This is an optimization exercise on Yosys and OpenROAD, whose aim is small area, a short achievable clock period and few clock cycles, not a production implementation.
RTL that was checked went through simulation tests only; none was proved equivalent to the original.
Power is estimated from default activity; no workload was simulated.

==> build 69 <==
==> flow/design.v (excerpt) <==
module laser_stripe_center_extract (
  input  logic                clk,
  input  logic                rst_n,
  input  logic                in_push,
  output logic                in_full,
  input  logic [7:0]          in_pixel,
  input  logic                in_row_end,
  input  logic                in_frame_end,
  output logic                out_empty,
  input  logic                out_pop,
  output logic [lsce_pkg::ROW_W-1:0]    out_row_number,
  output logic                out_found,
  output logic [lsce_pkg::CENTRE_W-1:0] out_centre_q8,
  output logic                out_last,
  input  logic                cfg_valid,
  output logic                cfg_ready,
  input  logic [1:0]          cfg_index,
  input  logic [12:0]         cfg_data
);
==> module lsce_front, before the edit <==
module lsce_front (
  input  logic        clk,
  input  logic        rst_n,
  input  logic        in_push,
  output logic        in_full,
  input  logic [7:0]  in_pixel,
  input  logic        in_row_end,
  input  logic        in_frame_end,
  input  logic [8:0]  thr,
  input  logic        job_free,
  input  logic        job_idle_next,
  output logic        job_load,
  output logic [8:0]  job_p,
  output logic [9:0]  job_d1,
  output logic [8:0]  job_s,
  output logic [9:0]  job_d2,
  output logic [11:0] job_pkc,
  output logic [11:0] job_trc,
  output logic        job_found,
  input  logic        res_pop,
  input  logic        res_last,
  output logic [11:0] row_number,
  output logic        job_last
);
  logic [7:0]        pd0_r, pd1_r;
  logic [11:0]       kcm_r;         
  logic              rstart_r;      
  logic              ev_v_r;        
  logic              ev_f_r;        
  logic              ev_last_r;
  logic signed [8:0] ev_g_r;
  logic              accept, room;
  logic signed [8:0] pk1_r, tr1_r, prev_r;
  logic signed [8:0] pk0_r, pk2_r, tr0_r, tr2_r;
  logic [11:0]       pkc_r, trc_r;          
  logic              pk_pend_r, tr_pend_r;
  logic              fresh_r;               
  logic              fin_r, fin_last_r, full_r;
  logic [11:0]       row_r;
  logic signed [8:0] n_pk1, n_tr1, n_prev;
  logic signed [8:0] n_pk0, n_pk2, n_tr0, n_tr2;
  logic [11:0]       n_pkc, n_trc;
  logic              n_pk_pend, n_tr_pend, n_fresh;
  logic              upd_pk, upd_tr, fin_take;
  logic signed [9:0] trt;
  logic signed [8:0] g, g0;
  assign in_full = full_r;
  assign row_number = row_r;
  assign accept  = in_push && !full_r;
  assign room    = kcm_r != 12'hfff;
  always_ff @(posedge clk) begin
    if (!rst_n) begin
      rstart_r <= 1'b1;
      ev_v_r <= 1'b0;
      ev_f_r <= 1'b0;
    end else begin
      ev_v_r <= accept && !rstart_r && room;
      ev_f_r <= accept ? in_row_end : (ev_f_r && !fin_take);
      if (accept) begin
        rstart_r <= in_row_end;
      end
    end
  end
  always_ff @(posedge clk) begin
    ev_g_r <= $signed({1'b0, in_pixel}) - $signed({1'b0, pd1_r});
    if (accept) begin
      pd1_r <= pd0_r;
      pd0_r <= in_pixel;
      if (rstart_r) begin
        kcm_r <= '0;
      end else if (room) begin
        kcm_r <= kcm_r + 12'd1;
      end
      if (in_row_end) begin
        ev_last_r <= in_frame_end;
      end
    end
  end
  always_comb begin
    g    = ev_g_r;
    g0   = fresh_r ? 9'sd0 : g;
    upd_pk = fresh_r || lsce_pkg::sge9(g, pk1_r);
    upd_tr = fresh_r || !lsce_pkg::sge9(g, tr1_r);
    n_pk1 = pk1_r;  n_pk0 = pk0_r;  n_pk2 = pk2_r;  n_pkc = pkc_r;
    n_pk_pend = pk_pend_r;
    n_tr1 = tr1_r;  n_tr0 = tr0_r;  n_tr2 = tr2_r;  n_trc = trc_r;
    n_tr_pend = tr_pend_r;
    n_prev = prev_r;
    n_fresh = fresh_r;
    if (ev_v_r) begin
      if (upd_pk) begin
        n_pk1 = g0;
        n_pk0 = prev_r;
        n_pk2 = '0;                           
        n_pkc = kcm_r;
        n_pk_pend = 1'b1;
      end else if (pk_pend_r) begin
        n_pk2 = g;
        n_pk_pend = 1'b0;
      end
      if (upd_tr) begin
        n_tr1 = g0;
        n_tr0 = prev_r;
        n_tr2 = '0;
        n_trc = kcm_r;
        n_tr_pend = 1'b1;
      end else if (tr_pend_r) begin
        n_tr2 = g;
        n_tr_pend = 1'b0;
      end
      n_prev = g0;
      n_fresh = 1'b0;
    end
    job_load = fin_r && job_free;
    job_p    = 9'(pk1_r - pk0_r);                               
    job_d1   = 10'({pk1_r, 1'b0} - 10'(pk0_r) - 10'(pk2_r));   
    job_s    = 9'(tr2_r - tr1_r);                               
    job_d2   = 10'(10'(tr0_r) + 10'(tr2_r) - {tr1_r, 1'b0});   
    job_pkc  = pkc_r;
    job_trc  = trc_r;
    trt = 10'(tr1_r) + $signed({1'b0, thr});
    job_found = !fresh_r && (pkc_r != 12'd1) && (trc_r != 12'd1)
                && lsce_pkg::sge10(10'(pk1_r), {1'b0, thr})    
                && (trt[9] || trt == 10'sd0)                    
                && (pk1_r > 9'sd0) && (tr1_r <= 9'sd0);
    job_last = fin_last_r;
    fin_take = ev_f_r && (!fin_r || job_load);
  end
  always_ff @(posedge clk) begin
    pk1_r <= n_pk1;  pk0_r <= n_pk0;  pk2_r <= n_pk2;  pkc_r <= n_pkc;
    pk_pend_r <= n_pk_pend;
    tr1_r <= n_tr1;  tr0_r <= n_tr0;  tr2_r <= n_tr2;  trc_r <= n_trc;
    tr_pend_r <= n_tr_pend;
    prev_r <= n_prev;
    if (fin_take) begin
      fin_last_r <= ev_last_r;
    end
  end
  always_ff @(posedge clk) begin
    if (!rst_n) begin
      fresh_r <= 1'b1;
      fin_r <= 1'b0;
      full_r <= 1'b0;
      row_r <= '0;
    end else begin
      fresh_r <= n_fresh || job_load;
      fin_r <= fin_take || (fin_r && !job_load);
      full_r <= (fin_take || (fin_r && !job_load)) && !job_idle_next;
      if (res_pop) begin
        if (res_last) begin
          row_r <= '0;
        end else if (row_r != 12'hfff) begin
          row_r <= row_r + 12'd1;
        end
      end
    end
  end
endmodule
==> flow/config.mk <==
export PLATFORM = sky130hd
export DESIGN_NAME = laser_stripe_center_extract
export DESIGN_NICKNAME = laser_stripe_center_extract
export VERILOG_FILES = /design/flow/design.v
export SDC_FILE = /design/flow/constraint.sdc
export NUM_CORES = 4
export LEC_CHECK = 0
export CAP_MARGIN = 20
export CORE_MARGIN = 2
export CORE_UTILIZATION = 40
export CTS_BUF_LIST = sky130_fd_sc_hd__clkbuf_16
export CTS_CLUSTER_DIAMETER = 60
export CTS_CLUSTER_SIZE = 16
export SLEW_MARGIN = 20
==> flow/constraint.sdc <==
create_clock -name core_clock -period 8.0 [get_ports {clk}]
set_input_delay 1.6000 -clock core_clock [delete_from_list [all_inputs] [get_ports {clk}]]
set_output_delay 1.6000 -clock core_clock [all_outputs]
set_load 0.01 [all_outputs]
standard.sh (not shown) runs the stock make flow with config.mk's settings and CLKGATE_MAP_FILE= SYNTH_SCRIPT=/design/flow/synth_recipe.tcl, a recipe that flattens the netlist after the stock synthesis.
==> flow/flow/run.sh <==
#!/bin/bash
set -euo pipefail
bash standard.sh SETUP_SLACK_MARGIN=5.2 "BUFFER_PORTS_ARGS=-buffer_cell sky130_fd_sc_hd__buf_2" finish > standard_flow.log 2>&1
==> inputs of build 22, as changes to build 69 <==
--- a/flow/design.v
+++ b/flow/design.v
@@ -61,3 +61,3 @@
   logic [11:0]       pkc_r, trc_r;          
-  logic              pk_pend_r, tr_pend_r;
+  logic              pk_pend_r, tr_pend_r, pk_at0_r, tr_at0_r;
   logic              fresh_r;               
@@ -68,3 +68,3 @@
   logic [11:0]       n_pkc, n_trc;
-  logic              n_pk_pend, n_tr_pend, n_fresh;
+  logic              n_pk_pend, n_tr_pend, n_pk_at0, n_tr_at0, n_fresh;
   logic              upd_pk, upd_tr, fin_take;
@@ -110,5 +110,5 @@
     n_pk1 = pk1_r;  n_pk0 = pk0_r;  n_pk2 = pk2_r;  n_pkc = pkc_r;
-    n_pk_pend = pk_pend_r;
+    n_pk_pend = pk_pend_r;  n_pk_at0 = pk_at0_r;
     n_tr1 = tr1_r;  n_tr0 = tr0_r;  n_tr2 = tr2_r;  n_trc = trc_r;
-    n_tr_pend = tr_pend_r;
+    n_tr_pend = tr_pend_r;  n_tr_at0 = tr_at0_r;
     n_prev = prev_r;
@@ -122,2 +122,3 @@
         n_pk_pend = 1'b1;
+        n_pk_at0 = fresh_r;
       end else if (pk_pend_r) begin
@@ -132,2 +133,3 @@
         n_tr_pend = 1'b1;
+        n_tr_at0 = fresh_r;
       end else if (tr_pend_r) begin
@@ -147,3 +149,3 @@
     trt = 10'(tr1_r) + $signed({1'b0, thr});
-    job_found = !fresh_r && (pkc_r != 12'd1) && (trc_r != 12'd1)
+    job_found = !fresh_r && !pk_at0_r && !tr_at0_r
                 && lsce_pkg::sge10(10'(pk1_r), {1'b0, thr})    
@@ -156,5 +158,5 @@
     pk1_r <= n_pk1;  pk0_r <= n_pk0;  pk2_r <= n_pk2;  pkc_r <= n_pkc;
-    pk_pend_r <= n_pk_pend;
+    pk_pend_r <= n_pk_pend;  pk_at0_r <= n_pk_at0;
     tr1_r <= n_tr1;  tr0_r <= n_tr0;  tr2_r <= n_tr2;  trc_r <= n_trc;
-    tr_pend_r <= n_tr_pend;
+    tr_pend_r <= n_tr_pend;  tr_at0_r <= n_tr_at0;
     prev_r <= n_prev;
==> flow/flow/run.sh (replaced) <==
#!/bin/bash
set -euo pipefail
bash standard.sh SETUP_SLACK_MARGIN=5.35 "BUFFER_PORTS_ARGS=-buffer_cell sky130_fd_sc_hd__buf_2" finish > standard_flow.log 2>&1
--- a/flow/config.mk
+++ b/flow/config.mk
@@ -10,3 +10,3 @@
 export CORE_UTILIZATION = 40
-export CTS_BUF_LIST = sky130_fd_sc_hd__clkbuf_16
+export CTS_BUF_LIST = sky130_fd_sc_hd__clkbuf_8
 export CTS_CLUSTER_DIAMETER = 60
==> inputs of build 6, as changes to build 69 <==
--- a/flow/design.v
+++ b/flow/design.v
@@ -61,3 +61,3 @@
   logic [11:0]       pkc_r, trc_r;          
-  logic              pk_pend_r, tr_pend_r;
+  logic              pk_pend_r, tr_pend_r, pk_at0_r, tr_at0_r;
   logic              fresh_r;               
@@ -68,3 +68,3 @@
   logic [11:0]       n_pkc, n_trc;
-  logic              n_pk_pend, n_tr_pend, n_fresh;
+  logic              n_pk_pend, n_tr_pend, n_pk_at0, n_tr_at0, n_fresh;
   logic              upd_pk, upd_tr, fin_take;
@@ -110,5 +110,5 @@
     n_pk1 = pk1_r;  n_pk0 = pk0_r;  n_pk2 = pk2_r;  n_pkc = pkc_r;
-    n_pk_pend = pk_pend_r;
+    n_pk_pend = pk_pend_r;  n_pk_at0 = pk_at0_r;
     n_tr1 = tr1_r;  n_tr0 = tr0_r;  n_tr2 = tr2_r;  n_trc = trc_r;
-    n_tr_pend = tr_pend_r;
+    n_tr_pend = tr_pend_r;  n_tr_at0 = tr_at0_r;
     n_prev = prev_r;
@@ -122,2 +122,3 @@
         n_pk_pend = 1'b1;
+        n_pk_at0 = fresh_r;
       end else if (pk_pend_r) begin
@@ -132,2 +133,3 @@
         n_tr_pend = 1'b1;
+        n_tr_at0 = fresh_r;
       end else if (tr_pend_r) begin
@@ -147,3 +149,3 @@
     trt = 10'(tr1_r) + $signed({1'b0, thr});
-    job_found = !fresh_r && (pkc_r != 12'd1) && (trc_r != 12'd1)
+    job_found = !fresh_r && !pk_at0_r && !tr_at0_r
                 && lsce_pkg::sge10(10'(pk1_r), {1'b0, thr})    
@@ -156,5 +158,5 @@
     pk1_r <= n_pk1;  pk0_r <= n_pk0;  pk2_r <= n_pk2;  pkc_r <= n_pkc;
-    pk_pend_r <= n_pk_pend;
+    pk_pend_r <= n_pk_pend;  pk_at0_r <= n_pk_at0;
     tr1_r <= n_tr1;  tr0_r <= n_tr0;  tr2_r <= n_tr2;  trc_r <= n_trc;
-    tr_pend_r <= n_tr_pend;
+    tr_pend_r <= n_tr_pend;  tr_at0_r <= n_tr_at0;
     prev_r <= n_prev;
==> flow/flow/run.sh (replaced) <==
#!/bin/bash
set -euo pipefail
bash standard.sh SETUP_SLACK_MARGIN=5.1 "BUFFER_PORTS_ARGS=-buffer_cell sky130_fd_sc_hd__buf_2" finish > standard_flow.log 2>&1
--- a/flow/config.mk
+++ b/flow/config.mk
@@ -10,3 +10,3 @@
 export CORE_UTILIZATION = 40
-export CTS_BUF_LIST = sky130_fd_sc_hd__clkbuf_16
+export CTS_BUF_LIST = sky130_fd_sc_hd__clkbuf_8
 export CTS_CLUSTER_DIAMETER = 60
==> summary.txt <==
power share of the sequential group=0.467; highest-count cells in the layout ignoring fill and taps=edfxtp_1 (212), inv_1 (152), nand2_1 (144), ha_1 (107), nor2_1 (91); run status=no timing/DRC/antenna violations; share of layout cells above drive strength 1=0.140; die area=42200 um2; clock-pin slew on the worst setup and hold paths=0.07 ns; initial DRC count=735; Synth Area in Adders=0.123; Seq Cell Count=295
(the above is from build 69)
==> summary.txt <==
clock-pin slew on the worst setup and hold paths=0.10 ns; switching portion of total power=0.307; Clock-cell share=0.0333; run status=no timing/DRC/antenna violations; Seq Cell Count=297; share of layout cells above drive strength 1=0.111; power share of the sequential group=0.524; initial DRC count=824; count leader, synth=edfxtp_1; highest-count cells in the layout ignoring fill and taps=edfxtp_1 (214), inv_1 (167), nand2_1 (161), ha_1 (113), nor2_1 (109); area of the core=41100 um2
(the above is from build 6)
==> summary.txt <==
post-layout util=0.477; Synth Area in Adders=0.120; final hold vios=0; uppermost layer routed=met4; clock-pin slew on the worst setup and hold paths=0.09 ns; power share of the sequential group=0.512; die area=43500 um2; run status=no timing/DRC/antenna violations; initial DRC count=798; row count=74; highest-count cells in the layout ignoring fill and taps=edfxtp_1 (214), inv_1 (164), nand2_1 (159), nor2_1 (107), ha_1 (104)
(the above is from build 22)
Testbench counts of build 22, summed over its fixed seeds: cycles 85,102.
Testbench counts of build 6, summed over its fixed seeds: cycles 85,102.
For build 69, only the layout was checked, not whether the RTL still works.


==> inputs of raven <==
==> flow/design.v <==
package lsce_pkg;
  localparam int COL_W    = 12;
  localparam int ROW_W    = 12;
  localparam int CENTRE_W = 20;
  function automatic logic uge16(input logic [15:0] x, input logic [15:0] z);
    logic [15:0] gt, eq;
    gt = x & ~z;
    eq = ~(x ^ z);
    for (int w = 1; w < 16; w = w * 2) begin
      for (int i = 0; i + w < 16; i = i + 2 * w) begin
        gt[i] = gt[i+w] | (eq[i+w] & gt[i]);
        eq[i] = eq[i+w] & eq[i];
      end
    end
    uge16 = gt[0] | eq[0];
  endfunction
  function automatic logic sge9(input logic [8:0] x, input logic [8:0] z);
    sge9 = uge16({7'd0, ~x[8], x[7:0]}, {7'd0, ~z[8], z[7:0]});
  endfunction
  function automatic logic sge10(input logic [9:0] x, input logic [9:0] z);
    sge10 = uge16({6'd0, ~x[9], x[8:0]}, {6'd0, ~z[9], z[8:0]});
  endfunction
  function automatic logic sge13(input logic [12:0] x, input logic [12:0] z);
    sge13 = uge16({3'd0, ~x[12], x[11:0]}, {3'd0, ~z[12], z[11:0]});
  endfunction
endpackage
module lsce_front (
  input  logic        clk,
  input  logic        rst_n,
  input  logic        in_push,
  output logic        in_full,
  input  logic [7:0]  in_pixel,
  input  logic        in_row_end,
  input  logic        in_frame_end,
  input  logic [8:0]  thr,
  input  logic signed [9:0] nthr,
  input  logic        job_free,
  input  logic        job_idle_next,
  output logic        job_load,
  output logic [8:0]  job_p,
  output logic [8:0]  job_q,
  output logic [8:0]  job_s,
  output logic [8:0]  job_r,
  output logic [11:0] job_pkc,
  output logic [11:0] job_trc,
  output logic        job_found,
  input  logic        res_pop,
  input  logic        res_last,
  output logic [11:0] row_number,
  output logic        job_last
);
  logic [7:0]        pd0_r, pd1_r;
  logic [11:0]       kcm_r;         
  logic              rstart_r;      
  logic              ev_v_r;        
  logic              ev_f_r;        
  logic              ev_last_r;
  logic signed [8:0] ev_g_r;
  logic              accept, room;
  logic signed [8:0] pk1_r, tr1_r, prev_r;
  logic signed [8:0] pk0_r, pk2_r, tr0_r, tr2_r;
  logic [11:0]       pkc_r, trc_r;          
  logic              pk_pend_r, tr_pend_r, pk_at0_r, tr_at0_r, pk_ok_r, tr_ok_r;
  logic              fresh_r;               
  logic              fin_r, fin_last_r, full_r;
  logic [11:0]       row_r;
  logic signed [8:0] n_pk1, n_tr1, n_prev;
  logic signed [8:0] n_pk0, n_pk2, n_tr0, n_tr2;
  logic [11:0]       n_pkc, n_trc;
  logic              n_pk_pend, n_tr_pend, n_pk_at0, n_tr_at0, n_pk_ok, n_tr_ok, n_fresh;
  logic              upd_pk, upd_tr, fin_take, thr0, idle_next;
  logic signed [8:0] g, g0;
  assign in_full = full_r;
  assign row_number = row_r;
  assign accept  = in_push && !full_r;
  assign room    = kcm_r != 12'hfff;
  always_ff @(posedge clk) begin
    if (!rst_n) begin
      rstart_r <= 1'b1;
      ev_v_r <= 1'b0;
      ev_f_r <= 1'b0;
    end else begin
      ev_v_r <= accept && !rstart_r && room;
      ev_f_r <= accept ? in_row_end : (ev_f_r && !fin_take);
      if (accept) begin
        rstart_r <= in_row_end;
      end
    end
  end
  always_ff @(posedge clk) begin
    ev_g_r <= $signed({1'b0, in_pixel}) - $signed({1'b0, pd1_r});
    if (accept) begin
      pd1_r <= pd0_r;
      pd0_r <= in_pixel;
      if (rstart_r) begin
        kcm_r <= '0;
      end else if (room) begin
        kcm_r <= kcm_r + 12'd1;
      end
      if (in_row_end) begin
        ev_last_r <= in_frame_end;
      end
    end
  end
  always_comb begin
    g    = ev_g_r;
    g0   = fresh_r ? 9'sd0 : g;
    thr0 = thr == 9'd0;
    upd_pk = fresh_r || lsce_pkg::sge9(g, pk1_r);
    upd_tr = fresh_r || !lsce_pkg::sge9(g, tr1_r);
    n_pk1 = pk1_r;  n_pk0 = pk0_r;  n_pk2 = pk2_r;  n_pkc = pkc_r;
    n_pk_pend = pk_pend_r;  n_pk_at0 = pk_at0_r;  n_pk_ok = pk_ok_r;
    n_tr1 = tr1_r;  n_tr0 = tr0_r;  n_tr2 = tr2_r;  n_trc = trc_r;
    n_tr_pend = tr_pend_r;  n_tr_at0 = tr_at0_r;  n_tr_ok = tr_ok_r;
    n_prev = prev_r;
    n_fresh = fresh_r;
    if (ev_v_r) begin
      if (upd_pk) begin
        n_pk1 = g0;
        n_pk0 = prev_r;
        n_pk2 = '0;                           
        n_pkc = kcm_r;
        n_pk_pend = 1'b1;
        n_pk_at0 = fresh_r;
      end else if (pk_pend_r) begin
        n_pk2 = g;
        n_pk_pend = 1'b0;
      end
      if (upd_tr) begin
        n_tr1 = g0;
        n_tr0 = prev_r;
        n_tr2 = '0;
        n_trc = kcm_r;
        n_tr_pend = 1'b1;
        n_tr_at0 = fresh_r;
      end else if (tr_pend_r) begin
        n_tr2 = g;
        n_tr_pend = 1'b0;
      end
      if (fresh_r) begin
        n_pk_ok = thr0;
        n_tr_ok = thr0;
      end else begin
        n_pk_ok = pk_ok_r || lsce_pkg::sge10(10'(g), {1'b0, thr});
        n_tr_ok = tr_ok_r || lsce_pkg::sge10(nthr, 10'(g));
      end
      n_prev = g0;
      n_fresh = 1'b0;
    end
    job_load = fin_r && job_free;
    job_p    = 9'(pk1_r - pk0_r);            
    job_q    = 9'(pk1_r - pk2_r);            
    job_s    = 9'(tr2_r - tr1_r);            
    job_r    = 9'(tr0_r - tr1_r);            
    job_pkc  = pkc_r;
    job_trc  = trc_r;
    job_found = !fresh_r && pk_ok_r && tr_ok_r && !pk_at0_r && !tr_at0_r
                && (pk1_r > 9'sd0) && (tr1_r <= 9'sd0);
    job_last = fin_last_r;
    fin_take = ev_f_r && (!fin_r || job_load);
  end
  always_ff @(posedge clk) begin
    pk1_r <= n_pk1;  pk0_r <= n_pk0;  pk2_r <= n_pk2;  pkc_r <= n_pkc;
    pk_pend_r <= n_pk_pend;  pk_at0_r <= n_pk_at0;  pk_ok_r <= n_pk_ok;
    tr1_r <= n_tr1;  tr0_r <= n_tr0;  tr2_r <= n_tr2;  trc_r <= n_trc;
    tr_pend_r <= n_tr_pend;  tr_at0_r <= n_tr_at0;  tr_ok_r <= n_tr_ok;
    prev_r <= n_prev;
    if (fin_take) begin
      fin_last_r <= ev_last_r;
    end
  end
  always_ff @(posedge clk) begin
    if (!rst_n) begin
      fresh_r <= 1'b1;
      fin_r <= 1'b0;
      full_r <= 1'b0;
      row_r <= '0;
    end else begin
      fresh_r <= n_fresh || job_load;
      fin_r <= fin_take || (fin_r && !job_load);
      full_r <= (fin_take || (fin_r && !job_load)) && !job_idle_next;
      if (res_pop) begin
        if (res_last) begin
          row_r <= '0;
        end else if (row_r != 12'hfff) begin
          row_r <= row_r + 12'd1;
        end
      end
    end
  end
endmodule
module lsce_back (
  input  logic               clk,
  input  logic               rst_n,
  input  logic signed [12:0] wmin,
  input  logic signed [12:0] wmax,
  input  logic               job_load,
  input  logic [8:0]         job_p,
  input  logic [8:0]         job_q,
  input  logic [8:0]         job_s,
  input  logic [8:0]         job_r,
  input  logic [11:0]        job_pkc,
  input  logic [11:0]        job_trc,
  input  logic               job_found,
  input  logic               job_last,
  output logic               job_free,
  output logic               job_idle_next,
  output logic               out_empty,
  input  logic               out_pop,
  output logic               res_pop,
  output logic               out_found,
  output logic [lsce_pkg::CENTRE_W-1:0] out_centre_q8,
  output logic               out_last
);
  logic [9:0]  r1_r, d1_r, r2_r, d2_r;
  logic [12:0] jm_r;           
  logic [12:0] jn_r;           
  logic        ok_r, last_r;
  logic        run_r, empty_r, run_n, empty_n;
  logic [4:0]  cnt_r;
  logic [10:0] t1, t2;
  logic        dg1, dg2;
  logic [9:0]  nr1, nr2;
  logic        wid_ok, eq, decide, lt, dd1_r, dd2_r, eq_r;
  logic signed [9:0]  tv, tv_inc, tv_dec, tv_step;
  assign out_empty      = empty_r;
  assign res_pop        = out_pop && !empty_r;
  assign out_found      = ok_r;
  assign out_centre_q8  = {jm_r, jn_r[7:1]};
  assign out_last       = last_r;
  assign job_free       = !run_r && (empty_r || out_pop);
  always_comb begin
    t1  = {r1_r, 1'b0} - {1'b0, d1_r};
    t2  = {r2_r, 1'b0} - {1'b0, d2_r};
    dg1 = !t1[10];
    dg2 = !t2[10];
    nr1 = dg1 ? t1[9:0] : {r1_r[8:0], 1'b0};
    nr2 = dg2 ? t2[9:0] : {r2_r[8:0], 1'b0};
    wid_ok = lsce_pkg::sge13(jn_r, wmin) && lsce_pkg::sge13(wmax, jn_r);
    tv = $signed(jn_r[9:0]);
    tv_inc = tv + 10'sd1;
    tv_dec = tv - 10'sd1;
    if (dd1_r && !dd2_r) begin
      tv_step = {tv[8:0], 1'b1};
    end else if (!dd1_r && dd2_r) begin
      tv_step = {tv_dec[8:0], 1'b1};
    end else begin
      tv_step = {tv[8:0], 1'b0};
    end
    eq = ((r1_r == r2_r) && (d1_r == d2_r)) || ((r1_r == '0) && (r2_r == '0));
    decide = eq_r || (dd1_r != dd2_r) || (cnt_r == 5'd29);
    lt = !eq_r && !dd1_r && dd2_r;
  end
  always_comb begin
    run_n = run_r;
    empty_n = empty_r;
    if (job_load) begin
      run_n = 1'b1;
      empty_n = 1'b1;
    end else if (run_r) begin
      if ((cnt_r == 5'd1 && !(ok_r && wid_ok)) || cnt_r == 5'd31) begin
        run_n = 1'b0;
        empty_n = 1'b0;
      end
    end else if (out_pop) begin
      empty_n = 1'b1;
    end
    job_idle_next = !run_n && empty_n;
  end
  always_ff @(posedge clk) begin
    if (!rst_n) begin
      run_r <= 1'b0;
      empty_r <= 1'b1;
    end else begin
      run_r <= run_n;
      empty_r <= empty_n;
    end
  end
  always_ff @(posedge clk) begin
    dd1_r <= dg1;
    dd2_r <= dg2;
    eq_r  <= eq;
    if (job_load) begin
      r1_r <= {1'b0, job_p};
      d1_r <= {1'b0, job_q};
      r2_r <= {1'b0, job_s};
      d2_r <= {1'b0, job_r};
      jm_r <= {1'b0, job_pkc};
      jn_r <= {1'b0, job_trc};
      ok_r <= job_found;
      last_r <= job_last;
      cnt_r <= '0;
    end else if (run_r) begin
      cnt_r <= cnt_r + 5'd1;
      if (cnt_r == 5'd0) begin
        d1_r <= r1_r + d1_r;                    
        d2_r <= r2_r + d2_r;                    
        jn_r <= jn_r - jm_r;                    
      end else if (cnt_r == 5'd1) begin
        r1_r <= nr1;                            
        r2_r <= nr2;
        if (ok_r && wid_ok) begin
          jm_r <= {jm_r[11:0], 1'b0} + jn_r;    
          jn_r <= '0;                           
        end else begin
          ok_r <= 1'b0;
          jm_r <= '0;
          jn_r <= '0;
        end
      end else if (cnt_r < 5'd10) begin
        r1_r <= nr1;                            
        r2_r <= nr2;
        jn_r[9:0] <= tv_step;                   
      end else if (cnt_r != 5'd31) begin
        r1_r <= nr1;                            
        r2_r <= nr2;
        if (decide) begin
          jn_r[9:0] <= lt ? tv : tv_inc;
          cnt_r <= 5'd31;
        end
      end else begin
        jm_r <= jm_r + {11'h7ff, ~jn_r[9], jn_r[8]};    
      end
    end
  end
endmodule
module laser_stripe_center_extract (
  input  logic                clk,
  input  logic                rst_n,
  input  logic                in_push,
  output logic                in_full,
  input  logic [7:0]          in_pixel,
  input  logic                in_row_end,
  input  logic                in_frame_end,
  output logic                out_empty,
  input  logic                out_pop,
  output logic [lsce_pkg::ROW_W-1:0]    out_row_number,
  output logic                out_found,
  output logic [lsce_pkg::CENTRE_W-1:0] out_centre_q8,
  output logic                out_last,
  input  logic                cfg_valid,
  output logic                cfg_ready,
  input  logic [1:0]          cfg_index,
  input  logic [12:0]         cfg_data
);
  logic [8:0]         thr_r;
  logic signed [9:0]  nthr_r;    
  logic signed [12:0] wmin_r, wmax_r;
  logic        job_free, job_idle_next, job_load, job_found, job_last;
  logic [8:0]  job_p, job_s;
  logic [8:0]  job_q, job_r;
  logic [11:0] job_pkc, job_trc;
  logic        res_pop;
  assign cfg_ready = 1'b1;
  always_ff @(posedge clk) begin
    if (!rst_n) begin
      thr_r  <= 9'd35;
      wmin_r <= 13'sd1;
      wmax_r <= 13'sd20;
    end else if (cfg_valid) begin
      case (cfg_index)
        2'd0: thr_r  <= cfg_data[8:0];
        2'd1: wmin_r <= $signed(cfg_data);
        2'd2: wmax_r <= $signed(cfg_data);
        default: begin
        end
      endcase
    end
  end
  always_ff @(posedge clk) begin
    nthr_r <= -$signed({1'b0, thr_r});
  end
  lsce_front u_front (
    .clk       (clk),
    .rst_n     (rst_n),
    .in_push   (in_push),
    .in_full   (in_full),
    .in_pixel  (in_pixel),
    .in_row_end(in_row_end),
    .in_frame_end(in_frame_end),
    .thr       (thr_r),
    .nthr      (nthr_r),
    .job_free  (job_free),
    .job_idle_next(job_idle_next),
    .job_load  (job_load),
    .job_p     (job_p),
    .job_q    (job_q),
    .job_s     (job_s),
    .job_r    (job_r),
    .job_pkc   (job_pkc),
    .job_trc   (job_trc),
    .job_found (job_found),
    .res_pop   (res_pop),
    .res_last  (out_last),
    .row_number(out_row_number),
    .job_last  (job_last)
  );
  lsce_back u_back (
    .clk            (clk),
    .rst_n          (rst_n),
    .wmin           (wmin_r),
    .wmax           (wmax_r),
    .job_load       (job_load),
    .job_p          (job_p),
    .job_q         (job_q),
    .job_s          (job_s),
    .job_r         (job_r),
    .job_pkc        (job_pkc),
    .job_trc        (job_trc),
    .job_found      (job_found),
    .job_last       (job_last),
    .job_free       (job_free),
    .job_idle_next  (job_idle_next),
    .out_empty      (out_empty),
    .out_pop        (out_pop),
    .res_pop        (res_pop),
    .out_found      (out_found),
    .out_centre_q8  (out_centre_q8),
    .out_last       (out_last)
  );
endmodule
==> flow/run.sh <==
#!/bin/bash
# synth_recipe.tcl (not shown) runs the flow's synth.tcl, then flattens the netlist and writes it again
# the make line also repeats each setting of config.mk as NAME=value (left out here)
make -C /OpenROAD-flow-scripts/flow DESIGN_CONFIG=/design/flow/config.mk WORK_HOME=/design/flow/orfs CLKGATE_MAP_FILE= SYNTH_SCRIPT=/design/flow/synth_recipe.tcl finish
==> flow/config.mk <==
export PLATFORM = sky130hd
export DESIGN_NAME = laser_stripe_center_extract
export DESIGN_NICKNAME = laser_stripe_center_extract
export VERILOG_FILES = /design/flow/design.v
export SDC_FILE = /design/flow/constraint.sdc
export NUM_CORES = 4
export LEC_CHECK = 0
export CAP_MARGIN = 20
export CORE_MARGIN = 2
export CORE_UTILIZATION = 40
export SETUP_SLACK_MARGIN = 5
export SLEW_MARGIN = 20
==> flow/constraint.sdc <==
create_clock -name core_clock -period 8.0 [get_ports {clk}]
set_input_delay 1.6000 -clock core_clock [delete_from_list [all_inputs] [get_ports {clk}]]
set_output_delay 1.6000 -clock core_clock [all_outputs]
set_load 0.01 [all_outputs]
==> inputs of onyx, as changes to raven <==
==> flow/design.v, changed modules only <==
module lsce_back (
  input  logic               clk,
  input  logic               rst_n,
  input  logic signed [12:0] wmin,
  input  logic signed [12:0] wmax,
  input  logic               job_load,
  input  logic [8:0]         job_p,
  input  logic [8:0]         job_q,
  input  logic [8:0]         job_s,
  input  logic [8:0]         job_r,
  input  logic [11:0]        job_pkc,
  input  logic [11:0]        job_trc,
  input  logic               job_found,
  input  logic               job_last,
  output logic               job_free,
  output logic               job_idle_next,
  output logic               out_empty,
  input  logic               out_pop,
  output logic               res_pop,
  output logic               out_found,
  output logic [lsce_pkg::CENTRE_W-1:0] out_centre_q8,
  output logic               out_last
);
  logic [9:0]  r1_r, d1_r, r2_r, d2_r;
  logic [12:0] jm_r;           
  logic [12:0] jn_r;           
  logic        ok_r, last_r;
  logic        run_r, run_n, empty_r, deliver;
  logic [4:0]  cnt_r;
  logic        found_r, olast_r;
  logic [19:0] centre_r;
  logic [10:0] t1, t2;
  logic        dg1, dg2;
  logic [9:0]  nr1, nr2;
  logic        wid_ok, eq, decide, lt, dd1_r, dd2_r, eq_r;
  logic signed [9:0]  tv, tv_inc, tv_dec, tv_step;
  logic [19:0] centre;
  assign out_empty     = empty_r;
  assign out_found     = found_r;
  assign out_centre_q8 = centre_r;
  assign out_last      = olast_r;
  assign res_pop       = out_pop && !empty_r;
  assign job_free      = !run_r;
  always_comb begin
    t1  = {r1_r, 1'b0} - {1'b0, d1_r};
    t2  = {r2_r, 1'b0} - {1'b0, d2_r};
    dg1 = !t1[10];
    dg2 = !t2[10];
    nr1 = dg1 ? t1[9:0] : {r1_r[8:0], 1'b0};
    nr2 = dg2 ? t2[9:0] : {r2_r[8:0], 1'b0};
    wid_ok = lsce_pkg::sge13(jn_r, wmin) && lsce_pkg::sge13(wmax, jn_r);
    tv = $signed(jn_r[9:0]);
    tv_inc = tv + 10'sd1;
    tv_dec = tv - 10'sd1;
    if (dd1_r && !dd2_r) begin
      tv_step = {tv[8:0], 1'b1};
    end else if (!dd1_r && dd2_r) begin
      tv_step = {tv_dec[8:0], 1'b1};
    end else begin
      tv_step = {tv[8:0], 1'b0};
    end
    eq = ((r1_r == r2_r) && (d1_r == d2_r)) || ((r1_r == '0) && (r2_r == '0));
    decide = eq_r || (dd1_r != dd2_r) || (cnt_r == 5'd29);
    lt = !eq_r && !dd1_r && dd2_r;
    centre = {jm_r + {11'h7ff, ~jn_r[9], jn_r[8]}, jn_r[7:1]};
    deliver = run_r && cnt_r == 5'd31 && empty_r;
    run_n = job_load || (run_r && !deliver);
    job_idle_next = !run_n;
  end
  always_ff @(posedge clk) begin
    if (!rst_n) begin
      run_r <= 1'b0;
      empty_r <= 1'b1;
    end else begin
      run_r <= run_n;
      if (deliver) begin
        empty_r <= 1'b0;
      end else if (out_pop) begin
        empty_r <= 1'b1;
      end
    end
  end
  always_ff @(posedge clk) begin
    if (deliver) begin
      centre_r <= centre;
      found_r <= ok_r;
      olast_r <= last_r;
    end
  end
  always_ff @(posedge clk) begin
    dd1_r <= dg1;
    dd2_r <= dg2;
    eq_r  <= eq;
    if (job_load) begin
      r1_r <= {1'b0, job_p};
      d1_r <= {1'b0, job_q};
      r2_r <= {1'b0, job_s};
      d2_r <= {1'b0, job_r};
      jm_r <= {1'b0, job_pkc};
      jn_r <= {1'b0, job_trc};
      ok_r <= job_found;
      last_r <= job_last;
      cnt_r <= '0;
    end else if (run_r && cnt_r != 5'd31) begin
      cnt_r <= cnt_r + 5'd1;
      if (cnt_r != 5'd0) begin
        r1_r <= nr1;                            
        r2_r <= nr2;
      end
      if (cnt_r == 5'd0) begin
        d1_r <= r1_r + d1_r;                    
        d2_r <= r2_r + d2_r;                    
        jn_r <= jn_r - jm_r;                    
      end else if (cnt_r == 5'd1) begin
        jn_r <= '0;                             
        if (ok_r && wid_ok) begin
          jm_r <= {jm_r[11:0], 1'b0} + jn_r;    
        end else begin
          ok_r <= 1'b0;
          jm_r <= 13'd2;
          cnt_r <= 5'd31;
        end
      end else if (cnt_r < 5'd10) begin
        jn_r[9:0] <= tv_step;                   
      end else if (decide) begin
        jn_r[9:0] <= lt ? tv : tv_inc;
        cnt_r <= 5'd31;
      end
    end
  end
endmodule
==> flow/flow/run.sh (new file) <==
#!/bin/bash
set -euo pipefail
bash standard.sh SETUP_SLACK_MARGIN=5.2 finish > standard_flow.log 2>&1
==> flow/standard.sh (new file) <==
#!/bin/bash
# synth_recipe.tcl (not shown) runs the flow's synth.tcl, then flattens the netlist and writes it again
# the make line also repeats each setting of config.mk as NAME=value (left out here)
make -C /OpenROAD-flow-scripts/flow DESIGN_CONFIG=/design/flow/config.mk WORK_HOME=/design/flow/orfs CLKGATE_MAP_FILE= SYNTH_SCRIPT=/design/flow/synth_recipe.tcl "${@:-finish}"
Settings changed: CORE_UTILIZATION 40 to 75, SETUP_SLACK_MARGIN 5 to unset.
removed: flow/run.sh
==> inputs of indigo, as changes to raven <==
==> flow/design.v, changed modules only <==
module lsce_back (
  input  logic               clk,
  input  logic               rst_n,
  input  logic signed [12:0] wmin,
  input  logic signed [12:0] wmax,
  input  logic               job_load,
  input  logic [8:0]         job_p,
  input  logic [8:0]         job_q,
  input  logic [8:0]         job_s,
  input  logic [8:0]         job_r,
  input  logic [11:0]        job_pkc,
  input  logic [11:0]        job_trc,
  input  logic               job_found,
  input  logic               job_last,
  output logic               job_free,
  output logic               job_idle_next,
  output logic               out_empty,
  input  logic               out_pop,
  output logic               res_pop,
  output logic               out_found,
  output logic [lsce_pkg::CENTRE_W-1:0] out_centre_q8,
  output logic               out_last
);
  logic [9:0]  r1_r, d1_r, r2_r, d2_r;
  logic [12:0] jm_r;           
  logic [12:0] jn_r;           
  logic        ok_r, last_r;
  logic        run_r, run_n, empty_r, deliver;
  logic [4:0]  cnt_r;
  logic        found_r, olast_r;
  logic [19:0] centre_r;
  logic [10:0] t1, t2;
  logic        dg1, dg2;
  logic [9:0]  nr1, nr2;
  logic        wid_ok, eq, decide, lt, dd1_r, dd2_r, eq_r;
  logic signed [9:0]  tv, tv_inc, tv_dec, tv_step;
  logic [19:0] centre;
  assign out_empty     = empty_r;
  assign out_found     = found_r;
  assign out_centre_q8 = centre_r;
  assign out_last      = olast_r;
  assign res_pop       = out_pop && !empty_r;
  assign job_free      = !run_r;
  always_comb begin
    t1  = {r1_r, 1'b0} - {1'b0, d1_r};
    t2  = {r2_r, 1'b0} - {1'b0, d2_r};
    dg1 = !t1[10];
    dg2 = !t2[10];
    nr1 = dg1 ? t1[9:0] : {r1_r[8:0], 1'b0};
    nr2 = dg2 ? t2[9:0] : {r2_r[8:0], 1'b0};
    wid_ok = lsce_pkg::sge13(jn_r, wmin) && lsce_pkg::sge13(wmax, jn_r);
    tv = $signed(jn_r[9:0]);
    tv_inc = tv + 10'sd1;
    tv_dec = tv - 10'sd1;
    if (dd1_r && !dd2_r) begin
      tv_step = {tv[8:0], 1'b1};
    end else if (!dd1_r && dd2_r) begin
      tv_step = {tv_dec[8:0], 1'b1};
    end else begin
      tv_step = {tv[8:0], 1'b0};
    end
    eq = ((r1_r == r2_r) && (d1_r == d2_r)) || ((r1_r == '0) && (r2_r == '0));
    decide = eq_r || (dd1_r != dd2_r) || (cnt_r == 5'd29);
    lt = !eq_r && !dd1_r && dd2_r;
    centre = {jm_r + {11'h7ff, ~jn_r[9], jn_r[8]}, jn_r[7:1]};
    deliver = run_r && cnt_r == 5'd31 && empty_r;
    run_n = job_load || (run_r && !deliver);
    job_idle_next = !run_n;
  end
  always_ff @(posedge clk) begin
    if (!rst_n) begin
      run_r <= 1'b0;
      empty_r <= 1'b1;
    end else begin
      run_r <= run_n;
      if (deliver) begin
        empty_r <= 1'b0;
      end else if (out_pop) begin
        empty_r <= 1'b1;
      end
    end
  end
  always_ff @(posedge clk) begin
    if (deliver) begin
      centre_r <= centre;
      found_r <= ok_r;
      olast_r <= last_r;
    end
  end
  always_ff @(posedge clk) begin
    dd1_r <= dg1;
    dd2_r <= dg2;
    eq_r  <= eq;
    if (job_load) begin
      r1_r <= {1'b0, job_p};
      d1_r <= {1'b0, job_q};
      r2_r <= {1'b0, job_s};
      d2_r <= {1'b0, job_r};
      jm_r <= {1'b0, job_pkc};
      jn_r <= {1'b0, job_trc};
      ok_r <= job_found;
      last_r <= job_last;
      cnt_r <= '0;
    end else if (run_r && cnt_r != 5'd31) begin
      cnt_r <= cnt_r + 5'd1;
      if (cnt_r != 5'd0) begin
        r1_r <= nr1;                            
        r2_r <= nr2;
      end
      if (cnt_r == 5'd0) begin
        d1_r <= r1_r + d1_r;                    
        d2_r <= r2_r + d2_r;                    
        jn_r <= jn_r - jm_r;                    
      end else if (cnt_r == 5'd1) begin
        jn_r <= '0;                             
        if (ok_r && wid_ok) begin
          jm_r <= {jm_r[11:0], 1'b0} + jn_r;    
        end else begin
          ok_r <= 1'b0;
          jm_r <= 13'd2;
          cnt_r <= 5'd31;
        end
      end else if (cnt_r < 5'd10) begin
        jn_r[9:0] <= tv_step;                   
      end else if (decide) begin
        jn_r[9:0] <= lt ? tv : tv_inc;
        cnt_r <= 5'd31;
      end
    end
  end
endmodule
==> flow/flow/run.sh (new file) <==
#!/bin/bash
set -euo pipefail
bash standard.sh SETUP_SLACK_MARGIN=5.2 finish > standard_flow.log 2>&1
==> flow/standard.sh (new file) <==
#!/bin/bash
# synth_recipe.tcl (not shown) runs the flow's synth.tcl, then flattens the netlist and writes it again
# the make line also repeats each setting of config.mk as NAME=value (left out here)
make -C /OpenROAD-flow-scripts/flow DESIGN_CONFIG=/design/flow/config.mk WORK_HOME=/design/flow/orfs CLKGATE_MAP_FILE= SYNTH_SCRIPT=/design/flow/synth_recipe.tcl "${@:-finish}"
Settings changed: CTS_BUF_LIST set to sky130_fd_sc_hd__clkbuf_16, CTS_CLUSTER_DIAMETER set to 100, CTS_CLUSTER_SIZE set to 30, SETUP_SLACK_MARGIN 5 to unset.
removed: flow/run.sh
==> comparison table <==
| quantity | raven | indigo | onyx |
|---|---|---|---|
| Run status | no timing/DRC/antenna violations | no timing/DRC/antenna violations | no timing/DRC/antenna violations |
| Critical-path maximum fanout | 22 | 12 | 12 |
| Post CTS Setup Buffer Count | 31 | 28 | 19 |
| Share of cell area taken by muxes after synthesis | 1.76% | 1.03% | 1.03% |
| Synth Area in Simple Gates | 15.0% | 14.6% | 14.6% |
| GRT Resource Usage Total | 19.4% | 19.3% | 36.9% |
| Fraction of met2 tracks used by global routing | 30.9% | 30.8% | 60.7% |
| Number of sequential storage elements | 273 | 295 | 295 |
| Max FFs per register | - | 20 | 20 |
| Post-Synth Adder-Cell Area | 14.1% | 13.8% | 13.8% |
| Chip Height | 212 um | 214 um | 157 um |
| Mapped Avg Cell Area | 9.96 sq um | 10.1 sq um | 10.1 sq um |
| Global routing met1 resource utilization | 27.4% | 28.3% | 48.8% |
| Worst setup path endpoint | u_back.jm_r[11] | u_front.kcm_r[10] | u_back.ok_r |
| Met1 wire length | 20.3 mm | 21.1 mm | 18.0 mm |
| Proportion of cell area spent on the clock network | 5.09% | 2.37% | 5.15% |
| Effective utilization at floorplan | 40.3% | 40.7% | 77.1% |
| Clock network latency to the later pin of the worst-skew pair | 0.58 ns | 0.51 ns | 0.58 ns |
| Multi-input combinational gate total | 1,241 | 1,239 | 1,239 |
| Ratio of cells with drive above 1 in the final layout | 9.06% | 9.84% | 12.6% |
| Clock power share | 31.7% | 23.3% | 32.7% |
| Transition time at the pin with the least slew margin | 1.08 ns | 1.04 ns | 0.734 ns |
| Largest vdd supply drop | 0.155 mV | 0.111 mV | 0.177 mV |
| Flops & latches, synth | 273 | 295 | 295 |
No functional check of the RTL was part of any run of this note.

==> afterwards: timing with drivers on the ports <==
The results above use ideal ports. As a check the final layouts listed here were re-extracted and re-timed, cells and wires unchanged.
Step 1, drivers: a clkbuf_16 drives clk and a buf_2 each remaining input, both assumed.
Step 2 adds t to the input delays and takes it off the output delays; t is the mean of the earliest and latest rising clock arrival at the registers after step 1. Input paths then give back, and output paths get back, about the clock's delay inside the block.
Three values: ideal ports, drivers, drivers and shift; two values: the first two.
run	shift t [ns]	setup slack, ns	hold slack, ns	worst setup path at the end	clock arrival spread, ns
build 69	0.619	5.228 / 5.186 / 4.784	0.419 / 0.419 / 0.419	input to register	0.040 / 0.040
build 22	0.653	5.241 / 5.196 / 4.899	0.427 / 0.427 / 0.427	input to register	0.022 / 0.022
build 6	0.665	5.162 / 5.115 / 4.907	0.428 / 0.428 / 0.428	input to register	0.028 / 0.027
raven	0.634	5.003 / 4.989 / 4.389	0.417 / 0.417 / 0.417	input to register	0.012 / 0.012
onyx	0.623	5.105 / 5.105 / 4.642	0.421 / 0.421 / 0.421	input to register	0.016 / 0.015
indigo	0.551	5.062 / 5.088 / 4.537	0.429 / 0.429 / 0.429	input to register	0.023 / 0.024
After both steps setup and hold are still met in every run listed. The setup slack of raven, which loses most, moves by -0.014 ns with the drivers and by -0.614 ns with both steps.
